This is an optimization exercise on Yosys and OpenROAD, whose aim is a short achievable clock period and few clock cycles, not a production implementation.
The RTL was checked by simulation tests, not by an equivalence proof against the original design.
Power and IR drop assume default switching activity.

### flow/config.mk
export PLATFORM = sky130hd
export DESIGN_NAME = mips_pipe
export DESIGN_NICKNAME = mips_pipe
export VERILOG_FILES = /design/flow/design.v
export SDC_FILE = /design/flow/constraint.sdc
export NUM_CORES = 4
export LEC_CHECK = 0
export CAP_MARGIN = 20
export CORE_MARGIN = 2
export CORE_UTILIZATION = 40
export SLEW_MARGIN = 20
### flow/constraint.sdc
create_clock -name core_clock -period 8.0 [get_ports {CLK}]
set_input_delay 1.6000 -clock core_clock [delete_from_list [all_inputs] [get_ports {CLK}]]
set_output_delay 1.6000 -clock core_clock [all_outputs]
set_load 0.01 [all_outputs]
### flow/design.v
`timescale 1ns/1ps
package mips_pkg;
   typedef enum logic [2:0]
   {
      ALU_ADD = 3'd0,
      ALU_SUB = 3'd1,
      ALU_AND = 3'd2,
      ALU_OR  = 3'd3,
      ALU_SLT = 3'd4
   } alu_op_e;
   typedef struct packed
   {
      logic    reg_write;
      logic    mem_to_reg;
      logic    mem_read;
      logic    mem_write;
      logic    alu_src;
      logic    reg_dst;
      alu_op_e alu_op;
   } ctrl_t;
   typedef struct packed
   {
      logic                   valid;
      logic [6-1:0] addr;
      logic [32-1:0]  data;
   } pm_write_t;
   typedef struct packed
   {
      logic                  valid;
      logic [32-1:0] pc_plus1;
      logic [32-1:0] instr;
   } if_id_t;
   typedef struct packed
   {
      logic                    valid;
      ctrl_t                   ctrl;
      logic [32-1:0]   rdata1;
      logic [32-1:0]   rdata2;
      logic [32-1:0]   imm;
      logic [5-1:0] rs;
      logic [5-1:0] rt;
      logic [5-1:0] rd;
   } id_ex_t;
   typedef struct packed
   {
      logic                    valid;
      ctrl_t                   ctrl;
      logic [32-1:0]   alu_result;
      logic [32-1:0]   store_data;
      logic [5-1:0] dst;
   } ex_mem_t;
   typedef struct packed
   {
      logic                    valid;
      logic [5-1:0] dst;
      logic [32-1:0]   data;
   } wb_t;
endpackage
`timescale 1ns/1ps
module fetch_stage
(
   input  logic                   CLK,
   input  logic                   RESET,
   input  logic                   enable,
   input  mips_pkg::pm_write_t    pm_wr,
   input  logic                   stall,
   input  logic                   branch_taken,
   input  logic [6-1:0] branch_target,
   output mips_pkg::if_id_t       if_id
);
   logic [32-1:0]  pm [(1 << 6)];
   logic [6-1:0] pc;
   logic [32-1:0]  pc_plus1;
   logic [32-1:0]  instr;
   mips_pkg::if_id_t                 if_id_next;
   always_ff @(posedge CLK)
   begin
      if (pm_wr.valid)
      begin
         pm[pm_wr.addr] <= pm_wr.data;
      end
   end
   assign instr    = pm[pc];
   assign pc_plus1 = 32'(pc) + 32'(1);
   always_comb
   begin
      if_id_next = '0;
      if (!branch_taken)
      begin
         if_id_next.valid    = 1'b1;
         if_id_next.pc_plus1 = pc_plus1;
         if_id_next.instr    = instr;
      end
   end
   always_ff @(posedge CLK or posedge RESET)
   begin
      if (RESET)
      begin
         pc    <= '0;
         if_id <= '0;
      end
      else if (enable && !stall)
      begin
         pc    <= branch_taken ? branch_target : pc_plus1[6-1:0];
         if_id <= if_id_next;
      end
   end
endmodule
`timescale 1ns/1ps
module decode_stage
(
   input  logic                   CLK,
   input  logic                   RESET,
   input  logic                   enable,
   input  mips_pkg::if_id_t       if_id,
   input  mips_pkg::ex_mem_t      ex_mem,
   input  mips_pkg::wb_t          wb,
   output logic                   stall,
   output logic                   branch_taken,
   output logic [6-1:0] branch_target,
   output mips_pkg::id_ex_t       id_ex
);
   logic [32-1:0]   regs [(1 << 5)];
   logic [5:0]              opcode;
   logic [5:0]              funct;
   logic [5-1:0] rs;
   logic [5-1:0] rt;
   logic [5-1:0] rd;
   logic [32-1:0]   imm;
   logic [32-1:0]   rdata1;
   logic [32-1:0]   rdata2;
   mips_pkg::ctrl_t                   ctrl;
   logic                    is_beq;
   logic [5-1:0] ex_dst;
   logic                    load_use;
   logic                    beq_hazard;
   mips_pkg::id_ex_t                  id_ex_next;
   assign opcode = if_id.instr[31:26];
   assign rs     = if_id.instr[25:21];
   assign rt     = if_id.instr[20:16];
   assign rd     = if_id.instr[15:11];
   assign funct  = if_id.instr[5:0];
   assign imm    = {{16{if_id.instr[15]}}, if_id.instr[15:0]};
   always_comb
   begin
      ctrl   = '0;
      is_beq = 1'b0;
      case (opcode)
         6'h00:
         begin
            ctrl.reg_write = 1'b1;
            ctrl.reg_dst   = 1'b1;
            case (funct)
               6'h20: ctrl.alu_op = mips_pkg::ALU_ADD;
               6'h22: ctrl.alu_op = mips_pkg::ALU_SUB;
               6'h24: ctrl.alu_op = mips_pkg::ALU_AND;
               6'h25:  ctrl.alu_op = mips_pkg::ALU_OR;
               6'h2A: ctrl.alu_op = mips_pkg::ALU_SLT;
               default:      ctrl = '0;
            endcase
         end
         6'h08:
         begin
            ctrl.reg_write = 1'b1;
            ctrl.alu_src   = 1'b1;
         end
         6'h23:
         begin
            ctrl.reg_write  = 1'b1;
            ctrl.mem_to_reg = 1'b1;
            ctrl.mem_read   = 1'b1;
            ctrl.alu_src    = 1'b1;
         end
         6'h2B:
         begin
            ctrl.mem_write = 1'b1;
            ctrl.alu_src   = 1'b1;
         end
         6'h04: is_beq = 1'b1;
         default:      ctrl = '0;
      endcase
      if (!if_id.valid)
      begin
         ctrl   = '0;
         is_beq = 1'b0;
      end
   end
   always_ff @(posedge CLK)
   begin
      if (enable && wb.valid)
      begin
         regs[wb.dst] <= wb.data;
      end
   end
   assign rdata1 = (rs == '0)                   ? '0      :
                   (wb.valid && (wb.dst == rs)) ? wb.data : regs[rs];
   assign rdata2 = (rt == '0)                   ? '0      :
                   (wb.valid && (wb.dst == rt)) ? wb.data : regs[rt];
   assign load_use = if_id.valid && id_ex.valid && id_ex.ctrl.mem_read &&
                     (id_ex.rt != '0) && ((id_ex.rt == rs) || (id_ex.rt == rt));
   assign ex_dst     = id_ex.ctrl.reg_dst ? id_ex.rd : id_ex.rt;
   assign beq_hazard = is_beq &&
                       ((id_ex.valid && id_ex.ctrl.reg_write && (ex_dst != '0) &&
                         ((ex_dst == rs) || (ex_dst == rt))) ||
                        (ex_mem.valid && ex_mem.ctrl.reg_write && (ex_mem.dst != '0) &&
                         ((ex_mem.dst == rs) || (ex_mem.dst == rt))));
   assign stall = load_use || beq_hazard;
   assign branch_taken  = is_beq && (rdata1 == rdata2) && !stall;
   assign branch_target = if_id.pc_plus1[6-1:0] + imm[6-1:0];
   always_comb
   begin
      id_ex_next = '0;
      if (!stall)
      begin
         id_ex_next.valid  = if_id.valid;
         id_ex_next.ctrl   = ctrl;
         id_ex_next.rdata1 = rdata1;
         id_ex_next.rdata2 = rdata2;
         id_ex_next.imm    = imm;
         id_ex_next.rs     = rs;
         id_ex_next.rt     = rt;
         id_ex_next.rd     = rd;
      end
   end
   always_ff @(posedge CLK or posedge RESET)
   begin
      if (RESET)
      begin
         id_ex <= '0;
      end
      else if (enable)
      begin
         id_ex <= id_ex_next;
      end
   end
endmodule
`timescale 1ns/1ps
module execute_stage
(
   input  logic              CLK,
   input  logic              RESET,
   input  logic              enable,
   input  mips_pkg::id_ex_t  id_ex,
   input  mips_pkg::wb_t     wb,
   output mips_pkg::ex_mem_t ex_mem
);
   logic                    mem_fwd_ok;
   logic [32-1:0]   op_a;
   logic [32-1:0]   op_b;
   logic [32-1:0]   alu_b;
   logic [32-1:0]   alu_result;
   logic [5-1:0] dst;
   mips_pkg::ex_mem_t                 ex_mem_next;
   assign mem_fwd_ok = ex_mem.valid && ex_mem.ctrl.reg_write && (ex_mem.dst != '0);
   assign op_a = (mem_fwd_ok && (ex_mem.dst == id_ex.rs)) ? ex_mem.alu_result :
                 (wb.valid && (wb.dst == id_ex.rs))       ? wb.data           :
                                                            id_ex.rdata1;
   assign op_b = (mem_fwd_ok && (ex_mem.dst == id_ex.rt)) ? ex_mem.alu_result :
                 (wb.valid && (wb.dst == id_ex.rt))       ? wb.data           :
                                                            id_ex.rdata2;
   assign alu_b = id_ex.ctrl.alu_src ? id_ex.imm : op_b;
   assign dst   = id_ex.ctrl.reg_dst ? id_ex.rd : id_ex.rt;
   always_comb
   begin
      case (id_ex.ctrl.alu_op)
         mips_pkg::ALU_ADD: alu_result = op_a + alu_b;
         mips_pkg::ALU_SUB: alu_result = op_a - alu_b;
         mips_pkg::ALU_AND: alu_result = op_a & alu_b;
         mips_pkg::ALU_OR:  alu_result = op_a | alu_b;
         mips_pkg::ALU_SLT: alu_result = {31'd0, $signed(op_a) < $signed(alu_b)};
         default: alu_result = '0;
      endcase
   end
   always_comb
   begin
      ex_mem_next.valid      = id_ex.valid;
      ex_mem_next.ctrl       = id_ex.ctrl;
      ex_mem_next.alu_result = alu_result;
      ex_mem_next.store_data = op_b;
      ex_mem_next.dst        = dst;
   end
   always_ff @(posedge CLK or posedge RESET)
   begin
      if (RESET)
      begin
         ex_mem <= '0;
      end
      else if (enable)
      begin
         ex_mem <= ex_mem_next;
      end
   end
endmodule
`timescale 1ns/1ps
module memory_stage
(
   input  logic              CLK,
   input  logic              RESET,
   input  logic              enable,
   input  mips_pkg::ex_mem_t ex_mem,
   output mips_pkg::wb_t     wb
);
   logic [32-1:0]  dm [(1 << 6)];
   logic [6-1:0] dm_addr;
   logic [32-1:0]  load_data;
   mips_pkg::wb_t                    wb_next;
   assign dm_addr   = ex_mem.alu_result[6-1:0];
   assign load_data = dm[dm_addr];
   always_ff @(posedge CLK)
   begin
      if (enable && ex_mem.valid && ex_mem.ctrl.mem_write)
      begin
         dm[dm_addr] <= ex_mem.store_data;
      end
   end
   always_comb
   begin
      wb_next.valid = ex_mem.valid && ex_mem.ctrl.reg_write && (ex_mem.dst != '0);
      wb_next.dst   = ex_mem.dst;
      wb_next.data  = ex_mem.ctrl.mem_to_reg ? load_data : ex_mem.alu_result;
   end
   always_ff @(posedge CLK or posedge RESET)
   begin
      if (RESET)
      begin
         wb <= '0;
      end
      else if (enable)
      begin
         wb <= wb_next;
      end
   end
endmodule
`timescale 1ns/1ps
module mips_pipe
(
   input  logic                          CLK,
   input  logic                          RESET,
   input  logic                          enable,
   input  logic                          pm_wr_valid,
   input  logic [6-1:0]        pm_wr_addr,
   input  logic [32-1:0]         pm_wr_data,
   output logic                          retire_valid,
   output logic [5-1:0]       retire_dst,
   output logic [32-1:0]         retire_data
);
   mips_pkg::pm_write_t              pm_wr;
   mips_pkg::if_id_t                 if_id;
   mips_pkg::id_ex_t                 id_ex;
   mips_pkg::ex_mem_t                ex_mem;
   mips_pkg::wb_t                    wb;
   logic                   stall;
   logic                   branch_taken;
   logic [6-1:0] branch_target;
   fetch_stage fetch_stage_i
   (
      .CLK           (CLK),
      .RESET         (RESET),
      .enable        (enable),
      .pm_wr         (pm_wr),
      .stall         (stall),
      .branch_taken  (branch_taken),
      .branch_target (branch_target),
      .if_id         (if_id)
   );
   decode_stage decode_stage_i
   (
      .CLK           (CLK),
      .RESET         (RESET),
      .enable        (enable),
      .if_id         (if_id),
      .ex_mem        (ex_mem),
      .wb            (wb),
      .stall         (stall),
      .branch_taken  (branch_taken),
      .branch_target (branch_target),
      .id_ex         (id_ex)
   );
   execute_stage execute_stage_i
   (
      .CLK    (CLK),
      .RESET  (RESET),
      .enable (enable),
      .id_ex  (id_ex),
      .wb     (wb),
      .ex_mem (ex_mem)
   );
   memory_stage memory_stage_i
   (
      .CLK    (CLK),
      .RESET  (RESET),
      .enable (enable),
      .ex_mem (ex_mem),
      .wb     (wb)
   );
   assign pm_wr.valid  = pm_wr_valid;
   assign pm_wr.addr   = pm_wr_addr;
   assign pm_wr.data   = pm_wr_data;
   assign retire_valid = wb.valid;
   assign retire_dst   = wb.dst;
   assign retire_data  = wb.data;
endmodule
### flow/run.sh
#!/bin/bash
# synth_recipe.tcl (not shown) runs the flow's synth.tcl, then flattens the netlist and writes it again
# the make line also repeats each setting of config.mk as NAME=value (left out here)
make -C /OpenROAD-flow-scripts/flow DESIGN_CONFIG=/design/flow/config.mk WORK_HOME=/design/flow/orfs CLKGATE_MAP_FILE= SYNTH_SCRIPT=/design/flow/synth_recipe.tcl finish
==> results of run 1 <==
-- final timing paths --
path | to | from | depth (start not counted)
max | execute_stage_i.ex_mem[37] | execute_stage_i.ex_mem[1] | 18
min | fetch_stage_i.if_id[32] | fetch_stage_i.if_id[32] | 2
max reg2reg | execute_stage_i.ex_mem[37] | execute_stage_i.ex_mem[1] | 18
min reg2reg | fetch_stage_i.if_id[32] | fetch_stage_i.if_id[32] | 2
max in group asynchronous | execute_stage_i.ex_mem[7] | RESET | 4
min in group asynchronous | fetch_stage_i.if_id[9] | RESET | 2
-- cells by family (layout without fill, tap and decap cells) --
logic type	Yosys count	in the layout	share of synthesized area
xor+xnor	116	116	0.00467
simple gates	1256	1256	0.0280
other cells	0	14	0
compound gates	2135	2135	0.0714
flops	5375	5375	0.736
fa+ha+maj	119	119	0.00694
mux	1454	1454	0.134
buf+inv	966	1708	0.0197
-- state kept, by name, summed over array words and instances (netlist names) --
signal / cells
decode_stage_i.id_ex: 99
decode_stage_i.regs: 1024
execute_stage_i.ex_mem: 73
fetch_stage_i.if_id: 39
fetch_stage_i.pc: 6
fetch_stage_i.pm: 2048
memory_stage_i.dm: 2048
memory_stage_i.wb: 38
-- power by group through the flow --
stage / clock [uW] / combinational [uW] / sequential [uW]
2_1_floorplan: 0 / 17000 / 35800
3_3_place_gp: 0 / 28800 / 35900
3_5_place_dp: 0 / 29100 / 36000
4_1_cts: 26100 / 29200 / 35400
5_1_grt: 27100 / 30900 / 35400
6_report: 25700 / 29500 / 35400
-- final cells by class --
cell class	count	area (sq um)	area share
clock inverters	333	3130	0.0127
multi-input cells	5080	54600	0.221
clock buffers	686	14900	0.0603
flip-flops and latches	5375	160000	0.648
diodes	14	35.0	0.000142
inverters	187	716	0.00290
well taps	7208	9020	0.0365
repair buffers	502	4560	0.0184
-- routing by layer --
metal | track usage | vias up | part of all wire
met5 | 0 | - | 0.00019
met4 | 0.0867 | 20 | 0.043
met3 | 0.0416 | 1172 | 0.093
met2 | 0.364 | 6606 | 0.47
met1 | 0.320 | 64003 | 0.40
li1 | - | 48591 | -
-- worst max-delay path, delay by kind of cell, from the launching register on --
kind / cells / cell delay [ns]
fa+ha+maj: 1 / 0.39
simple gates: 3 / 1.14
mux: 2 / 0.62
flops: 1 / 0.48
buf+inv: 2 / 0.73
compound gates: 10 / 2.89
-- layout by cell type (no fill, tap or decap), types with 205 or more instances in the layout --
cell type,count
sky130_fd_sc_hd__a221oi_1,208
sky130_fd_sc_hd__a22oi_1,787
sky130_fd_sc_hd__edfxtp_1,5120
sky130_fd_sc_hd__clkbuf_16,575
sky130_fd_sc_hd__dfrtp_1,205
sky130_fd_sc_hd__nor2_1,249
sky130_fd_sc_hd__nand4_1,216
sky130_fd_sc_hd__mux4_2,1144
sky130_fd_sc_hd__mux2i_1,210
sky130_fd_sc_hd__nand2_1,278
sky130_fd_sc_hd__a21oi_1,251
sky130_fd_sc_hd__buf_4,397
-- stage by stage --
stage / std cells / cell area [sq um] / hold WS, ns
finish: 19385 / 247000 / 0.481
global placement: 18337 / 229000 / 0.464
global route: 19374 / 247000 / 0.496
detailed placement: 18346 / 229000 / 0.471
CTS: 19365 / 247000 / 0.485
floorplan: 11421 / 218000 / 0.437
==> impl.org, run 1 <==
** GRT
- The via count of the first global-routing pass came to 120459.
- The total overflow left after global routing is 0.
- In the global route stage, overall resource usage came out at 0.230.
- Entering global routing, the biggest net connects 153 pins.
- Number of antenna violations at the first check in global routing :: 39
- The first global-routing pass estimated 915000 um of wire.

** Worst setup path
- STA classifies the critical path startpoint as a register.
- STA classifies the critical path endpoint as a register.
- Of all nets on the critical path, the largest fanout is 54.
- For this run, the slowest stage of the critical path takes 0.61 ns.
- For the worst setup path, the data arrival time is 7.33 ns.
- On the critical path, the stage with the largest delay is an instance of sky130_fd_sc_hd__buf_4.
- The setup check on the worst reg-to-reg path leaves a slack of 1.56 ns.
- Worst Path Required :: 8.88 ns
- Chain of cells forming the critical path :: or3_1 > o311a_1 > nand4_1 > buf_4 > a21oi_1 > mux2_2 > ha_1 > inv_1 > o21ai_0 > a311oi_1 > o31a_1 > o22ai_1 > o21ai_0 > nand3b_1 > a311o_1 > a221oi_1 > o21ai_0 > mux2_2
- Most common cell type on the critical path :: sky130_fd_sc_hd__o21ai_0
- Crit path kind :: register to register

** Synth
- sky130_fd_sc_hd__edfxtp_1 takes more of the synthesized area than any other cell.
- Of the post-synthesis cell area, the dominant cell type holds 0.706.
- Count leader, synth :: sky130_fd_sc_hd__edfxtp_1
- Counting flops with an async set or reset pin after synthesis yields a share of 0.0474.
- The synthesized netlist contains 91 unique library cells.
- Leading post-synthesis cells by cell area :: sky130_fd_sc_hd__edfxtp_1 71%, sky130_fd_sc_hd__mux4_2 12%, sky130_fd_sc_hd__dfrtp_1 2.9%
- Mean instance size in the synthesized netlist :: 19.1 sq um
- After technology mapping, the gate count stands at 11421.
- Number of synthesized flops with an enable pin :: 5120
- The number of nets in the synthesized netlist is 11582.
- Of the synthesized area, sequential elements account for 0.736.
- For this run, the leading register cell type out of synthesis is sky130_fd_sc_hd__edfxtp_1.
- Commonest cells post-synth :: 5120 x sky130_fd_sc_hd__edfxtp_1, 1144 x sky130_fd_sc_hd__mux4_2, 787 x sky130_fd_sc_hd__a22oi_1
- The synthesized netlist occupies a cell area of 218000 sq um.
- Flip-flop and latch count after synthesis :: 5375
- Yosys warning count :: 4

** Floorplan
- The die covers 550000 sq um.
- Die X-Extent :: 742 um
- Core area :: 541000 sq um
- The initial utilization of the core area, before any placement, comes to 0.402.
- During I/O placement, the number of pins put on the boundary was 80.
- In this run the core area contains 270 standard-cell rows.
- From bottom edge to top edge, the die measures 742 um.

** Clock network
- Total clock sinks :: 5375
- The H-tree was split into 6 levels.
- Post-CTS setup buffer count :: 0
- Counting the buffers created by CTS gives 562.
- TritonCTS built the clock tree.
- In this run, post-CTS hold repair placed 0 buffers.
- Gates resized during post-CTS repair numbered 0.
- The later pin in the worst-skew pair is clocked with a latency of 1.09 ns.
- Maximum buffer depth of the clock tree :: 4
- Clk slew on worst S/H paths :: 0.06 ns
- The tree is rooted in a sky130_fd_sc_hd__clkbuf_16.

** Power
- The completed layout was analyzed and its total power is 90600 uW.
- Sw Share :: 0.352
- Across the VDD grid, the largest voltage drop is 0.290 mV.
- Total leakage power :: 0.0771 uW
- Relative contribution of sequential cells to total power :: 0.390
- The share of total power dissipated in the clock network is 0.284.
- Logic pwr share :: 0.326
- Net Switching :: 31900 uW
- Int Pwr :: 58700 uW
- Power spread over the standard cell area amounts to 367 nW/um^2.

** STA
- Final worst slack :: 1.56 ns
- The worst pin sits at a relative slew slack of 0.106.
- Based on the critical path, the design can be clocked at up to 155 MHz.
- Hold Fails Final Rpt :: 0
- Between clock sinks in the finished design, the worst skew comes to 0.111 ns.
- Total Negative Setup Slacks :: 0 ns
- For the pin with the worst max-slew slack, the measured transition is 1.34 ns.
- Setup violation total in the final timing report :: 0
- The number of pins with negative max-slew slack in the final report is 0.
- Setup repair after global routing left no endpoint under its margin.
- Minimum clock period after layout :: 6.44 ns
- Period Utilization, post-route :: 0.805

** Status
- The run finished with no timing, DRC or antenna violations.

** Routing
- Remaining antenna violation count after routing :: 0
- Drt wl/cell :: 33.5 um
- In this run, the number of DRC markers left after iteration 0 of detailed routing was 16261.
- After detailed routing, the number of remaining DRC violations is 0.
- Via total after detailed routing :: 120392
- After detailed routing, the number of vias per cell comes to 6.21.
- The first detailed-routing pass ran for 6 iterations.
- Total detailed-routing wirelength :: 649000 um

** Place
- OpenSTA, run right after detailed placement, puts the worst setup slack at 1.70 ns.
- Routability Congestion :: 0.907
- Summed over all nets, the half-perimeter wirelength after detailed placement is 377000 um.
- Number of port buffers :: 79

** Final layout
- Number of filler cells placed in the layout :: 45174
- For this run, the share of the core covered by cells in the final layout is 0.457.
- Final layout net count :: 11869
- Layout-stage area growth over the synthesis result :: 13.5%
- Layout cells sized above 1 :: 0.226

** Worst hold path
- Hold crit path type :: register to register

** Flow run
- The tool flagged a number of max-cap violations equal to 0.
Testbench counts, summed over its fixed seeds: cycles 11,193.
==> inputs of run 2 (changes only) <==
--- a/flow/config.mk
+++ b/flow/config.mk
@@ -8,4 +8,6 @@
 export CAP_MARGIN = 20
 export CORE_MARGIN = 2
 export CORE_UTILIZATION = 40
+export SETUP_SLACK_MARGIN = 2.5
 export SLEW_MARGIN = 20
+export TNS_END_PERCENT = 10
==> impl.org, run 2 <==
** STA
- Final-report max-slew violation count :: 0 (unchanged)
- Setup violation total in the final timing report :: 0 (unchanged)
- Worst Max-Slew Pin Slew :: 1.35 ns (+0.00874 ns)
- Relative slew slack :: 0.100 (-0.00582)
- The final hold violation count was 0 (unchanged).
- Minimum clock period after layout :: 5.44 ns (-1.01 ns)
- Clock Skews :: 0.112 ns (+0.00146 ns)
- The worst-case setup margin in the final layout came to 2.56 ns (+1.01 ns).
- The sum of negative setup slack came to 0 ns (unchanged).
- The share of the cycle needed by the critical path after routing was 0.680 (-0.126).
- Setup repair after global routing could not meet its margin everywhere.
- The top achievable clock speed is 184 MHz (+18%).

** Worst setup path
- CP max stage delay :: 0.85 ns (+0.24 ns)
- Number of buffer and inverter stages on the critical path :: 3 (+1)
- Walking the worst path, the cells encountered are buf_4 > inv_1 > mux4_2 > mux2i_1 > a21oi_1 > xor2_1 > a21oi_1 > o2111ai_1 > nor4_1 > and4_4 > buf_4 > mux2i_1 > a22oi_1.
- STA classifies the critical path endpoint as a register.
- The critical-path maximum fanout was 31 (-43%).
- The worst setup path is of the register to register kind.
- The data required time at the worst endpoint came to 8.89 ns (about the same).
- Cell family with the largest share of critical-path delay :: buffers and inverters
- Launching element type of the critical path :: register
- Cell type of the slowest stage on the worst timing path :: sky130_fd_sc_hd__dfrtp_2
- The endpoint arrival time on the critical path was 6.33 ns (-1.00 ns).

** Synth
- The number of synthesized flops with an enable pin is 5120 (unchanged).
- Sequential share of the synthesized area :: 0.736 (unchanged)
- Synthesized netlist net count :: 11582 (unchanged)
- Commonest cells post-synth :: 5120 x sky130_fd_sc_hd__edfxtp_1, 1144 x sky130_fd_sc_hd__mux4_2, 787 x sky130_fd_sc_hd__a22oi_1
- After synthesis, the cell types taking the most area are sky130_fd_sc_hd__edfxtp_1 71%, sky130_fd_sc_hd__mux4_2 12%, sky130_fd_sc_hd__dfrtp_1 2.9%.
- Among all cell types in the netlist, the one instantiated most often is sky130_fd_sc_hd__edfxtp_1.
- The biggest area contributor in the post-synthesis netlist is sky130_fd_sc_hd__edfxtp_1.
- The post-synthesis async set-or-reset flop share is 0.0474 (unchanged).
- The number of synthesized register bits was 5375 (unchanged).
- The mean area per synthesized cell was 19.1 sq um (unchanged).
- The number of synthesis warnings is 4 (unchanged).
- The most used flip-flop cell after synthesis is sky130_fd_sc_hd__edfxtp_1.
- The fraction of synthesized cell area taken by the top area cell type came to 0.706 (unchanged).
- Distinct cell type count of the synthesized netlist :: 91 (unchanged)
- The gate count after technology mapping came to 11421 (unchanged).
- The cell area after technology mapping came to 218000 sq um (unchanged).

** Clock network
- The clock latency at the later pin of the worst-skew pair came to 1.09 ns (about the same).
- The total clock sinks was 5375 (unchanged).
- Root buffer cell :: sky130_fd_sc_hd__clkbuf_16
- Maximum buffer depth of the clock tree :: 4 (unchanged)
- The clock transition at the register clock pins on the worst setup and hold paths after CTS was 0.06 ns (about the same).
- # H-tree levels :: 6 (unchanged)
- CTS tree :: built
- The clock buffer count from CTS came to 562 (unchanged).

** Final layout
- Share of the core filled with cells in the final layout :: 0.458 (+0.00112)
- Number of filler cells placed in the layout :: 45141 (-0.073%)
- Layout-stage area growth over the synthesis result :: 13.8%
- The register area came to 160000 sq um (about the same).
- Layout cells sized above 1 :: 0.231 (+0.00553)
- Area of combinational cells with multiple inputs :: 54700 sq um (+0.35%)
- The largest registers in the layout are fetch_stage_i.pm (2048), memory_stage_i.dm (2048), decode_stage_i.regs (1024).
- The post-layout net count was 11894 (+0.21%).
- Top library cells by usage in the layout, fill and taps aside :: 5120 x sky130_fd_sc_hd__edfxtp_1, 1144 x sky130_fd_sc_hd__mux4_2, 787 x sky130_fd_sc_hd__a22oi_1, 580 x sky130_fd_sc_hd__clkbuf_16, 402 x sky130_fd_sc_hd__buf_4
- The library cell used most frequently in the layout, excluding fill and tap cells, is sky130_fd_sc_hd__edfxtp_1.
- Final Instance Count excl. Fillers :: 19407 (+0.11%)

** Routing
- The starting DRC count in detailed routing is 16298 (+0.23%).
- Count of unresolved DRC violations after routing :: 0 (unchanged)
- Remaining antenna violation count after routing :: 0 (unchanged)
- Drt wl/cell :: 33.6 um (+0.34%)
- The total via count in the routed design is 120722 (+0.27%).
- The post-detailed-routing wire length came to 652000 um (+0.45%).
- Ratio of routed vias to standard cells :: 6.22 (+0.16%)
- First-pass iteration count of the detailed router :: 8 (+2)

** Place
- DP Cell Count :: 18346 (unchanged)
- Number of port buffers :: 79 (unchanged)
- Routability Congestion :: 0.907 (unchanged)
- Worst setup timing slack at the placement stage :: 1.70 ns (unchanged)
- Placed wire-length estimate :: 377000 um (unchanged)

** Floorplan
- Boundary pin count :: 80 (unchanged)
- Core area :: 541000 sq um (unchanged)
- Die outline height :: 742 um (unchanged)
- Effective utilization at floorplan :: 0.402 (unchanged)
- The x dimension of the die came to 742 um (unchanged).
- Total die area :: 550000 sq um (unchanged)
- The number of rows in the core area was 270 (unchanged).

** Worst hold path
- The tightest min-delay check is of the register to register type.

** Flow run
- Number of maximum-capacitance constraint violations :: 0 (unchanged)

** Power
- Total chip power :: 90900 uW (+0.36%)
- Worst ir drop on vdd :: 0.290 mV (about the same)
- Pwr per Cell Area :: 367 nW/um^2 (+0.11%)
- The static power due to leakage is 0.0773 uW (+0.29%).

** GRT
- The maximum number of pins on one net before global-route repair came to 153 (unchanged).
- The global-route wire length before repair came to 917000 um (+0.15%).
- Number of antenna violations at the first check in global routing :: 38 (-2.6%)
- The remaining global-route overflow came to 0 (unchanged).
- Overall track demand over capacity in global routing :: 0.231 (+0.000364)
- Vias in the first global route :: 120445 (-0.012%)

** Status
- The flow ran to the end and the layout has no timing, DRC or antenna violations.
-- run 2: cell types whose count changed in the layout (fill, tap and decap cells not counted), sizes merged --
cell	change
clkbuf	+5
diode	-3
buf	+20
-- run 2: repair_timing --
item,CTS,global route
hold buffers,0,0
resized for setup,34,54
setup buffers,8,12
endpoints found under the setup margin,50,38
cloned,0,5
pin swaps,1,8
-- run 2: kinds of logic (layout without fill, tap and decap cells) --
group | after synthesis | after routing | synth area share
simple gates | 1256 | 1256 | 0.0280
mux | 1454 | 1454 | 0.134
flops | 5375 | 5375 | 0.736
fa+ha+maj | 119 | 119 | 0.00694
other cells | 0 | 11 | 0
xor+xnor | 116 | 116 | 0.00467
compound gates | 2135 | 2135 | 0.0714
buf+inv | 966 | 1733 | 0.0197
-- run 2: cell type report --
cell class,count,area share
clock buffer,686,0.0601
antenna,11,0.000111
timing repair buffer,527,0.0201
sequential,5375,0.647
multi-input combinational,5080,0.221
inverter,187,0.00289
tap,7208,0.0364
clock inverter,333,0.0126
-- run 2: stage by stage --
step	hold slack (ns)	instance area (sq um)
after detailed placement	0.471	229000
final	0.482	248000
after global routing	0.496	248000
after floorplan	0.437	218000
after global placement	0.464	229000
after CTS	0.485	247000
-- run 2: worst min-delay path: stages (launching register included) --
cell and delay, ns:
sky130_fd_sc_hd__dfrtp_1 0.34, sky130_fd_sc_hd__nand2_1 0.05, sky130_fd_sc_hd__o31ai_1 0.05
-- run 2: per-layer routing --
metal	wire, um	track usage	part of all wire	up-vias
met2	304000	0.364	0.47	6643
met1	258000	0.321	0.40	64244
met4	28400	0.0877	0.044	20
li1	-	-	-	48616
met3	61100	0.0417	0.094	1199
met5	127	0	0.00019	-
-- run 2: where the power goes --
group / leakage [uW] / total [uW] / switching [uW] / internal [uW]
Sequential: 0.0493 / 35300 / 1530 / 33800
Combinational: 0.0193 / 29900 / 19500 / 10400
Clock: 0.00875 / 25700 / 11100 / 14600
-- run 2: final timing paths --
| path | from | to | slack [ns] | cells past startpoint |
|---|---|---|---|---|
| worst max-delay path | fetch_stage_i.if_id[19] | fetch_stage_i.pc[2] | 2.56 | 13 |
| worst max register to register | fetch_stage_i.if_id[19] | fetch_stage_i.pc[2] | 2.56 | 13 |
| worst min register to register | fetch_stage_i.if_id[32] | fetch_stage_i.if_id[32] | 0.48 | 2 |
| min in group asynchronous | RESET | fetch_stage_i.if_id[9] | 1.37 | 2 |
| worst min-delay path | fetch_stage_i.if_id[32] | fetch_stage_i.if_id[32] | 0.48 | 2 |
| max in group asynchronous | RESET | execute_stage_i.ex_mem[7] | 5.05 | 4 |
==> inputs of run 3 (changes only) <==
--- a/flow/config.mk
+++ b/flow/config.mk
@@ -5,9 +5,11 @@
 export SDC_FILE = /design/flow/constraint.sdc
 export NUM_CORES = 4
 export LEC_CHECK = 0
+export ABC_AREA = 0
+export ABC_CLOCK_PERIOD_IN_PS = 4000
 export CAP_MARGIN = 20
 export CORE_MARGIN = 2
 export CORE_UTILIZATION = 40
-export SETUP_SLACK_MARGIN = 2.5
+export SETUP_SLACK_MARGIN = 3.0
 export SLEW_MARGIN = 20
 export TNS_END_PERCENT = 10
==> impl.org, run 3 <==
** Status
- The flow ran to the end and the layout has no timing, DRC or antenna violations.

** Clock network
- Root buffer cell :: sky130_fd_sc_hd__clkbuf_16
- Number of hold buffers added after cts :: 0 (unchanged)
- Maximum buffer depth of the clock tree :: 4 (unchanged)
- The clock latency at the later pin of the worst-skew pair is 1.09 ns (about the same).
- # H-tree levels :: 6 (unchanged)
- CTS tree :: built
- CTS buffer count :: 562 (unchanged)
- The total clock sinks is 5375 (unchanged).
- The clock transition at the register clock pins on the worst setup and hold paths after CTS came to 0.06 ns (about the same).

** Power
- The power dissipated by switching net loads is 32400 uW (+0.81%).
- Int Pwr :: 59200 uW (+0.69%)
- Sw Share :: 0.353 (about the same)
- The sequential share of power is 0.385 (-0.003).
- Logic pwr share :: 0.335 (+0.006)
- The static power due to leakage was 0.0777 uW (+0.52%).
- The maximum vdd ir drop is 0.291 mV (+0.32%).
- The power density over the cells is 368 nW/um^2 (+0.31%).
- Total chip power :: 91600 uW (+0.73%)
- Clock network fraction of design power :: 0.281 (-0.002)

** Routing
- The remaining number of nets flagged by the antenna check after routing was 0 (unchanged).
- The detail-routed net length per standard cell was 33.6 um (about the same).
- The starting DRC count in detailed routing came to 16648 (+2.1%).
- Ratio of routed vias to standard cells :: 6.22 (about the same)
- The post-detailed-routing wire length came to 654000 um (+0.30%).
- The number of iterations in the first detailed-routing pass is 8 (unchanged).
- The remaining design rule violation count came to 0 (unchanged).
- The total via count in the routed design is 121046 (+0.27%).

** Worst setup path
- The worst setup path is captured at a register.
- STA classifies the critical path startpoint as a register.
- Worst-path fanout max :: 31 (unchanged)
- Worst Path Required :: 8.88 ns (about the same)
- Endpoint arrival time on the critical path :: 6.05 ns (-0.28 ns)
- The cell count of the worst reg-to-reg path is 15 (+2).
- Crit path kind :: register to register

** Floorplan
- Effective utilization at floorplan :: 0.402 (unchanged)
- Boundary pin count :: 80 (unchanged)
- The core area came to 541000 sq um (unchanged).
- Row cnt :: 270 (unchanged)
- Total die area :: 550000 sq um (unchanged)
- The vertical die dimension was 742 um (unchanged).
- The x dimension of the die is 742 um (unchanged).

** Final layout
- Layout cells sized above 1 :: 0.240 (+0.00913)
- The post-layout net count was 11943 (+0.41%).
- The post-route core utilization is 0.460 (+0.00193).
- Layout-stage area growth over the synthesis result :: 14.3%
- Top library cells by usage in the layout, fill and taps aside :: 5120 x sky130_fd_sc_hd__edfxtp_1, 1144 x sky130_fd_sc_hd__mux4_2, 786 x sky130_fd_sc_hd__a22oi_1, 575 x sky130_fd_sc_hd__clkbuf_16, 439 x sky130_fd_sc_hd__buf_4
- The largest registers in the layout are fetch_stage_i.pm (2048), memory_stage_i.dm (2048), decode_stage_i.regs (1024).
- The library cell used most frequently in the layout, excluding fill and tap cells, is sky130_fd_sc_hd__edfxtp_1.
- The final instance area came to 249000 sq um (+0.42%).
- The number of filler cells placed in the layout is 45061 (-0.18%).

** STA
- Total Negative Setup Slacks :: 0 ns (unchanged)
- Maximum clock rate :: 194 MHz (+5.3%)
- Clock Skews :: 0.114 ns (+0.00201 ns)
- Final worst hold slack :: 0.485 ns (+0.00342 ns)
- Hold Fails Final Rpt :: 0 (unchanged)
- Minimum clock period after layout :: 5.17 ns (-0.273 ns)
- The number of pins with negative max-slew slack in the final report was 0 (unchanged).
- Unrepaired setup endpoints after global routing :: yes
- Period Utilization, post-route :: 0.646 (-0.0341)
- Setup violation total in the final timing report :: 0 (unchanged)
- Worst Max-Slew Pin Slew :: 1.40 ns (+0.0471 ns)
- Relative slew slack :: 0.0689 (-0.0314)

** GRT
- The remaining global-route overflow came to 0 (unchanged).
- The initial antenna violation count is 41 (+7.9%).
- The overall routing resource usage is 0.232 (+0.00116).
- First-pass GRT wire length :: 921000 um (+0.46%)
- The via count of the first global-routing pass came to 120873 (+0.36%).
- The maximum number of pins on one net before global-route repair was 153 (unchanged).

** Synth
- The number of synthesized register bits came to 5375 (unchanged).
- The net count after synthesis was 11582 (unchanged).
- Leading post-synthesis cells by cell area :: sky130_fd_sc_hd__edfxtp_1 71%, sky130_fd_sc_hd__mux4_2 12%, sky130_fd_sc_hd__dfrtp_1 2.9%
- The cell area after technology mapping came to 218000 sq um (unchanged).
- Fraction of synthesized cell area taken by the top area cell type :: 0.706 (unchanged)
- Primary FF master, synth :: sky130_fd_sc_hd__edfxtp_1
- Among all cell types in the netlist, the one instantiated most often is sky130_fd_sc_hd__edfxtp_1.
- The post-synthesis async set-or-reset flop share came to 0.0474 (unchanged).
- The sequential-to-total area share from yosys stat was 0.736 (unchanged).
- The number of synthesis warnings is 4 (unchanged).
- Mean instance size in the synthesized netlist :: 19.1 sq um (unchanged)
- Cell type with the highest aggregate area in the netlist :: sky130_fd_sc_hd__edfxtp_1
- The gate count after technology mapping is 11421 (unchanged).
- After synthesis, the most frequently instantiated cells are 5120 x sky130_fd_sc_hd__edfxtp_1, 1144 x sky130_fd_sc_hd__mux4_2, 787 x sky130_fd_sc_hd__a22oi_1.
- Distinct cell type count of the synthesized netlist :: 91 (unchanged)
- The number of synthesized flops with an enable pin was 5120 (unchanged).

** Place
- Number of port buffers :: 79 (unchanged)
- The placed cell area was 229000 sq um (unchanged).
- The estimated wirelength of the detail-placed design is 377000 um (unchanged).
- Routability Congestion :: 0.907 (unchanged)

** Worst hold path
- Hold crit path type :: register to register
- The hold path depth is 2 (unchanged).

** Flow run
- The number of maximum-capacitance violations came to 0 (unchanged).
-- run 3: kinds of logic after synthesis --
logic type / share of synthesized area
flops: 0.736
compound gates: 0.0714
mux: 0.134
simple gates: 0.0280
buf+inv: 0.0197
fa+ha+maj: 0.00694
xor+xnor: 0.00467
-- run 3: area by class of cell --
type	instances	area (sq um)	share of cell area
Antenna cell	18	45.0	0.000181
Timing Repair Buffer	576	5510	0.0221
Clock inverter	333	3130	0.0126
Sequential cell	5375	160000	0.644
Multi-Input combinational cell	5080	55200	0.222
Clock buffer	686	14900	0.0599
Inverter	187	724	0.00291
Tap cell	7208	9020	0.0363
-- run 3: power groups by stage --
stage,Sequential (uW),Combinational [uW],Clock [uW]
final,35200,30700,25700
after global routing,35300,32000,27100
after CTS,35200,30000,26100
after detailed placement,36000,29100,0
after global placement,35900,28800,0
after floorplan,35800,17000,0
-- run 3: final timing paths --
path	start	endpoint	slack, ns
hold reg to reg	fetch_stage_i.if_id[9]	fetch_stage_i.if_id[9]	0.49
setup reg to reg	memory_stage_i.wb[34]	fetch_stage_i.pc[2]	2.83
hold / removal	fetch_stage_i.if_id[9]	fetch_stage_i.if_id[9]	0.49
setup / recovery	memory_stage_i.wb[34]	fetch_stage_i.pc[2]	2.83
min in group asynchronous	RESET	fetch_stage_i.if_id[9]	1.38
max in group asynchronous	RESET	execute_stage_i.ex_mem[7]	5.07
-- run 3: worst max-delay path, cell delays in order, from the launching register on --
cell and delay (ns):
sky130_fd_sc_hd__dfrtp_2 0.43, sky130_fd_sc_hd__buf_4 0.15, sky130_fd_sc_hd__buf_4 0.17, sky130_fd_sc_hd__xnor2_1 0.23, sky130_fd_sc_hd__and4_1 0.38, sky130_fd_sc_hd__nand2_2 0.59
sky130_fd_sc_hd__o21ai_1 0.62, sky130_fd_sc_hd__o21ai_1 0.27, sky130_fd_sc_hd__o31ai_1 0.30, sky130_fd_sc_hd__a31o_2 0.19, sky130_fd_sc_hd__o2111ai_1 0.09, sky130_fd_sc_hd__nor4_1 0.32
sky130_fd_sc_hd__and4_4 0.48, sky130_fd_sc_hd__buf_4 0.36, sky130_fd_sc_hd__mux2i_1 0.23, sky130_fd_sc_hd__a22oi_1 0.10
-- run 3: layer usage --
layer  up-vias  wire (um)  GRT usage
met5         -        139          0
met4        22      28000     0.0862
met3      1213      60900     0.0417
met2      6749     306000      0.367
met1     64305     259000      0.322
li1      48757          -          -
-- run 3: stage by stage --
stage               worst slack, ns  std cells
floorplan                      2.83      11421
global placement               1.68      18337
detailed placement             1.70      18346
CTS                            2.97      19424
global route                   2.72      19448
finish                         2.83      19463
-- run 3: timing repair --
| action | 4_1_cts | 5_1_grt |
|---|---|---|
| gates cloned | 6 | 0 |
| setup endpoints to repair | 70 | 45 |
| pin swaps | 23 | 31 |
| setup buffers | 53 | 15 |
| endpoints found under the hold margin | 0 | 0 |
| resized for setup | 130 | 75 |

==> re-timing with driven ports <==
How much do the figures lean on ideal ports? The routed layouts below were timed once more, with nothing changed but the port constraints.
Step 1 sets driving cells, clkbuf_16 on the clock port and buf_2 on the other inputs (assumed; they add their load-dependent delay and slew).
Step 2 also shifts input and output timing later by t, the mid clock arrival at the registers, as if the neighbouring blocks saw the same clock.
Three values: no drivers, after step 1, after step 2; two values: the first two.
run | t, ns | slack for setup (ns) | hold WS [ns] | clock arrival spread, ns
run 1 | 1.165 | 1.556 / 1.556 / 1.556 | 0.481 / 0.481 / 0.481 | 0.116 / 0.116
run 2 | 1.166 | 2.561 / 2.561 / 2.346 | 0.482 / 0.482 / 0.482 | 0.114 / 0.115
run 3 | 1.163 | 2.834 / 2.834 / 2.351 | 0.485 / 0.485 / 0.485 | 0.114 / 0.115
After both steps every run listed still meets setup and hold. For run 3, which loses most, drivers alone change the setup slack by 0.000 ns; drivers and shift together by -0.483 ns.
